Context: an optimization exercise on an open-source flow, tuned for a short achievable clock period and few clock cycles. The choices shown serve that exercise and are no tape-out recipe. The RTL was checked by simulation tests, not by an equivalence proof against the original design. Power and IR drop assume default switching activity.

## mem_cache_top
module mem_cache_top #(
    parameter int CACHE_LINES = 4                   
) (
    input  wire               ui_clk,
    input  wire               rst_n,
    input  wire               init_calib_complete,
    input  wire               cs,                   
    input  wire  [31:0]       host_addr,            
    input  wire               host_lo,              
    input  wire               host_hi,              
    input  wire               host_we,              
    input  wire  [15:0]       host_wdata,           
    output logic [15:0]       rdata,
    output logic              busy,
    output logic              ready,
    output logic [27:0]       app_addr,
    output logic [2:0]        app_cmd,
    output logic              app_en,
    output logic [127:0]      app_wdf_data,
    output logic              app_wdf_wren,
    input  wire               app_rdy,
    input  wire               app_wdf_rdy,
    input  wire  [127:0]      app_rd_data,
    input  wire               app_rd_data_valid
);
==> module cache_ctrl, before the edit <==
module cache_ctrl
#(
    parameter int CACHE_LINES = 4,
    localparam int PTR_W = $clog2(CACHE_LINES)
) (
    input  wire               ui_clk,
    input  wire               rst_n,
    input  wire               init_calib_complete,
    input  wire               cs,
    input  wire mem_cache_pkg::host_req_t    host_req,
    output logic [15:0]       rdata,
    output logic              busy,
    output logic              ready,
    output logic [31:0]       lo_addr,
    output logic [31:0]       hi_addr,
    output logic              wr_lo,
    output logic              wr_hi,
    output logic [15:0]       wr_data,
    output logic              fill_en,
    output logic [PTR_W-1:0]  victim_ptr,
    input  wire               lo_hit,
    input  wire               hi_hit,
    input  wire [7:0]         lo_byte,
    input  wire [7:0]         hi_byte,
    input  wire               victim_valid,
    input  wire               victim_dirty,
    output logic              fetch_start,
    output logic              flush_start,
    output mem_cache_pkg::line_addr_t        miss_addr,       
    input  wire               op_done
);
    mem_cache_pkg::cache_state_e state;
    mem_cache_pkg::host_req_t    req;             
    logic         take_req;        
    logic         all_hit;         
    logic         lo_miss;
    logic         need_flush;      
    mem_cache_pkg::line_addr_t miss_q;    
    mem_cache_pkg::line_addr_t miss_now;
    assign take_req   = (state == mem_cache_pkg::ST_IDLE) && cs && !busy;
    assign lo_miss    = req.lo && !lo_hit;
    assign all_hit    = !lo_miss && (!req.hi || hi_hit);
    assign need_flush = victim_valid && victim_dirty;
    assign lo_addr = req.addr;
    assign hi_addr = req.addr + 32'd1;
    assign wr_data = req.wdata;
    assign miss_now  = lo_miss ? mem_cache_pkg::line_of(lo_addr) : mem_cache_pkg::line_of(hi_addr);
    assign miss_addr = (state == mem_cache_pkg::ST_LOOKUP) ? miss_now : miss_q;
    assign wr_lo = (state == mem_cache_pkg::ST_LOOKUP) && all_hit && req.we && req.lo;
    assign wr_hi = (state == mem_cache_pkg::ST_LOOKUP) && all_hit && req.we && req.hi;
    assign fill_en     = (state == mem_cache_pkg::ST_FILL) && op_done;    
    assign flush_start = (state == mem_cache_pkg::ST_LOOKUP) && !all_hit && need_flush;
    assign fetch_start = ((state == mem_cache_pkg::ST_LOOKUP) && !all_hit && !need_flush)
                       || ((state == mem_cache_pkg::ST_WRITEBACK) && op_done);    
    always_ff @(posedge ui_clk) begin
        if (!rst_n) begin
            state      <= mem_cache_pkg::ST_START;
            busy       <= 1'b1;                
            ready      <= 1'b0;
            victim_ptr <= '0;
        end else begin
            ready <= 1'b0;                     
            case (state)
                mem_cache_pkg::ST_START: begin
                    busy <= 1'b1;
                    if (init_calib_complete) begin
                        state <= mem_cache_pkg::ST_IDLE;
                    end
                end
                mem_cache_pkg::ST_IDLE: begin
                    busy <= 1'b0;              
                    if (take_req) begin
                        busy  <= 1'b1;
                        state <= mem_cache_pkg::ST_LOOKUP;
                    end
                end
                mem_cache_pkg::ST_LOOKUP: begin
                    if (all_hit) begin
                        ready <= 1'b1;             
                        busy  <= 1'b0;
                        state <= mem_cache_pkg::ST_IDLE;
                    end else begin
                        state <= need_flush ? mem_cache_pkg::ST_WRITEBACK : mem_cache_pkg::ST_FILL;
                    end
                end
                mem_cache_pkg::ST_EVICT_CHECK: begin
                    state <= need_flush ? mem_cache_pkg::ST_WRITEBACK : mem_cache_pkg::ST_FILL;
                end
                mem_cache_pkg::ST_WRITEBACK: begin
                    if (op_done) begin
                        state <= mem_cache_pkg::ST_FILL;      
                    end
                end
                mem_cache_pkg::ST_FILL: begin
                    if (op_done) begin
                        victim_ptr <= victim_ptr + 1'b1;    
                        state      <= mem_cache_pkg::ST_LOOKUP;            
                    end
                end
                mem_cache_pkg::ST_RETURN: begin
                    ready <= 1'b1;
                    state <= mem_cache_pkg::ST_IDLE;
                end
                default: state <= mem_cache_pkg::ST_START;
            endcase
        end
    end
    always_ff @(posedge ui_clk) begin
        if (take_req) begin
            req <= host_req;
        end
        if (state == mem_cache_pkg::ST_LOOKUP) begin
            if (all_hit) begin
                rdata <= {req.hi ? hi_byte : 8'h00, req.lo ? lo_byte : 8'h00};
            end else begin
                miss_q <= miss_now;
            end
        end
    end
endmodule
export LEC_CHECK = 0
export CAP_MARGIN = 20
export CORE_MARGIN = 2
export CORE_UTILIZATION = 40
export SLEW_MARGIN = 20
create_clock -name core_clock -period 6.0 [get_ports {ui_clk}]
run.sh (not shown) runs the stock make flow with config.mk's settings and CLKGATE_MAP_FILE= SYNTH_SCRIPT=/design/flow/synth_recipe.tcl, a recipe that flattens the netlist after the stock synthesis.
Testbench counts at the start, summed over its fixed seeds: cycles 39,410.
==> next run, changes <==
--- a/flow/design.v
+++ b/flow/design.v
@@ -66,35 +66,31 @@
     input  wire [7:0]         hi_byte,
     input  wire               victim_valid,
     input  wire               victim_dirty,
     output logic              fetch_start,
     output logic              flush_start,
-    output mem_cache_pkg::line_addr_t        miss_addr,       
+    output mem_cache_pkg::line_addr_t        miss_addr,
     input  wire               op_done
 );
     mem_cache_pkg::cache_state_e state;
     mem_cache_pkg::host_req_t    req;             
     logic         take_req;        
     logic         all_hit;         
     logic         lo_miss;
     logic         need_flush;      
-    mem_cache_pkg::line_addr_t miss_q;    
-    mem_cache_pkg::line_addr_t miss_now;
     assign take_req   = (state == mem_cache_pkg::ST_IDLE) && cs && !busy;
     assign lo_miss    = req.lo && !lo_hit;
     assign all_hit    = !lo_miss && (!req.hi || hi_hit);
     assign need_flush = victim_valid && victim_dirty;
     assign lo_addr = req.addr;
     assign hi_addr = req.addr + 32'd1;
     assign wr_data = req.wdata;
-    assign miss_now  = lo_miss ? mem_cache_pkg::line_of(lo_addr) : mem_cache_pkg::line_of(hi_addr);
-    assign miss_addr = (state == mem_cache_pkg::ST_LOOKUP) ? miss_now : miss_q;
     assign wr_lo = (state == mem_cache_pkg::ST_LOOKUP) && all_hit && req.we && req.lo;
     assign wr_hi = (state == mem_cache_pkg::ST_LOOKUP) && all_hit && req.we && req.hi;
     assign fill_en     = (state == mem_cache_pkg::ST_FILL) && op_done;    
-    assign flush_start = (state == mem_cache_pkg::ST_LOOKUP) && !all_hit && need_flush;
-    assign fetch_start = ((state == mem_cache_pkg::ST_LOOKUP) && !all_hit && !need_flush)
+    assign flush_start = (state == mem_cache_pkg::ST_EVICT_CHECK) && need_flush;
+    assign fetch_start = ((state == mem_cache_pkg::ST_EVICT_CHECK) && !need_flush)
                        || ((state == mem_cache_pkg::ST_WRITEBACK) && op_done);    
     always_ff @(posedge ui_clk) begin
         if (!rst_n) begin
             state      <= mem_cache_pkg::ST_START;
             busy       <= 1'b1;                
@@ -115,17 +111,11 @@
                         busy  <= 1'b1;
                         state <= mem_cache_pkg::ST_LOOKUP;
                     end
                 end
                 mem_cache_pkg::ST_LOOKUP: begin
-                    if (all_hit) begin
-                        ready <= 1'b1;             
-                        busy  <= 1'b0;
-                        state <= mem_cache_pkg::ST_IDLE;
-                    end else begin
-                        state <= need_flush ? mem_cache_pkg::ST_WRITEBACK : mem_cache_pkg::ST_FILL;
-                    end
+                    state <= all_hit ? mem_cache_pkg::ST_RETURN : mem_cache_pkg::ST_EVICT_CHECK;
                 end
                 mem_cache_pkg::ST_EVICT_CHECK: begin
                     state <= need_flush ? mem_cache_pkg::ST_WRITEBACK : mem_cache_pkg::ST_FILL;
                 end
                 mem_cache_pkg::ST_WRITEBACK: begin
@@ -153,11 +143,11 @@
         end
         if (state == mem_cache_pkg::ST_LOOKUP) begin
             if (all_hit) begin
                 rdata <= {req.hi ? hi_byte : 8'h00, req.lo ? lo_byte : 8'h00};
             end else begin
-                miss_q <= miss_now;
+                miss_addr <= lo_miss ? mem_cache_pkg::line_of(lo_addr) : mem_cache_pkg::line_of(hi_addr);
             end
         end
     end
 endmodule
 `default_nettype wire
- The new run finished with timing, DRC and antenna clean
- setup slack got worse by 7.5 ps
- core utilization decreases by 0.28 points
- final cell count drops by a few percent
- power is lower by a few percent
- sequential share of layout area rises by 0.79 points
- wire length went down by a few percent
- design area drops slightly
Testbench counts after the change, summed over its fixed seeds: cycles 50,020.

-- port drivers added, routing unchanged --
In the flow no input, the clock included, has a driving cell. The finished layouts below were timed again as built, in two steps.
Step 1 (the two cells are an assumption about what drives the block):
set clk [get_ports {ui_clk}]
set_driving_cell -lib_cell sky130_fd_sc_hd__clkbuf_16 $clk
set_driving_cell -lib_cell sky130_fd_sc_hd__buf_2 [delete_from_list [all_inputs] $clk]
Step 2 times the ports against the registers' clock, not the clock port: input delays grow and output delays shrink by t, the midpoint of the rising clock arrivals with the driver on.
a / b / c = ideal / step 1 / step 2; a / b = the first two.
run | shift t [ns] | setup WS [ns] | worst setup path after step 2
the first run | 0.871 | 0.558 / 0.558 / 0.558 | register to register
the second run | 0.881 | 0.550 / 0.550 / 0.550 | register to register
After both steps setup and hold are still met in every run listed.
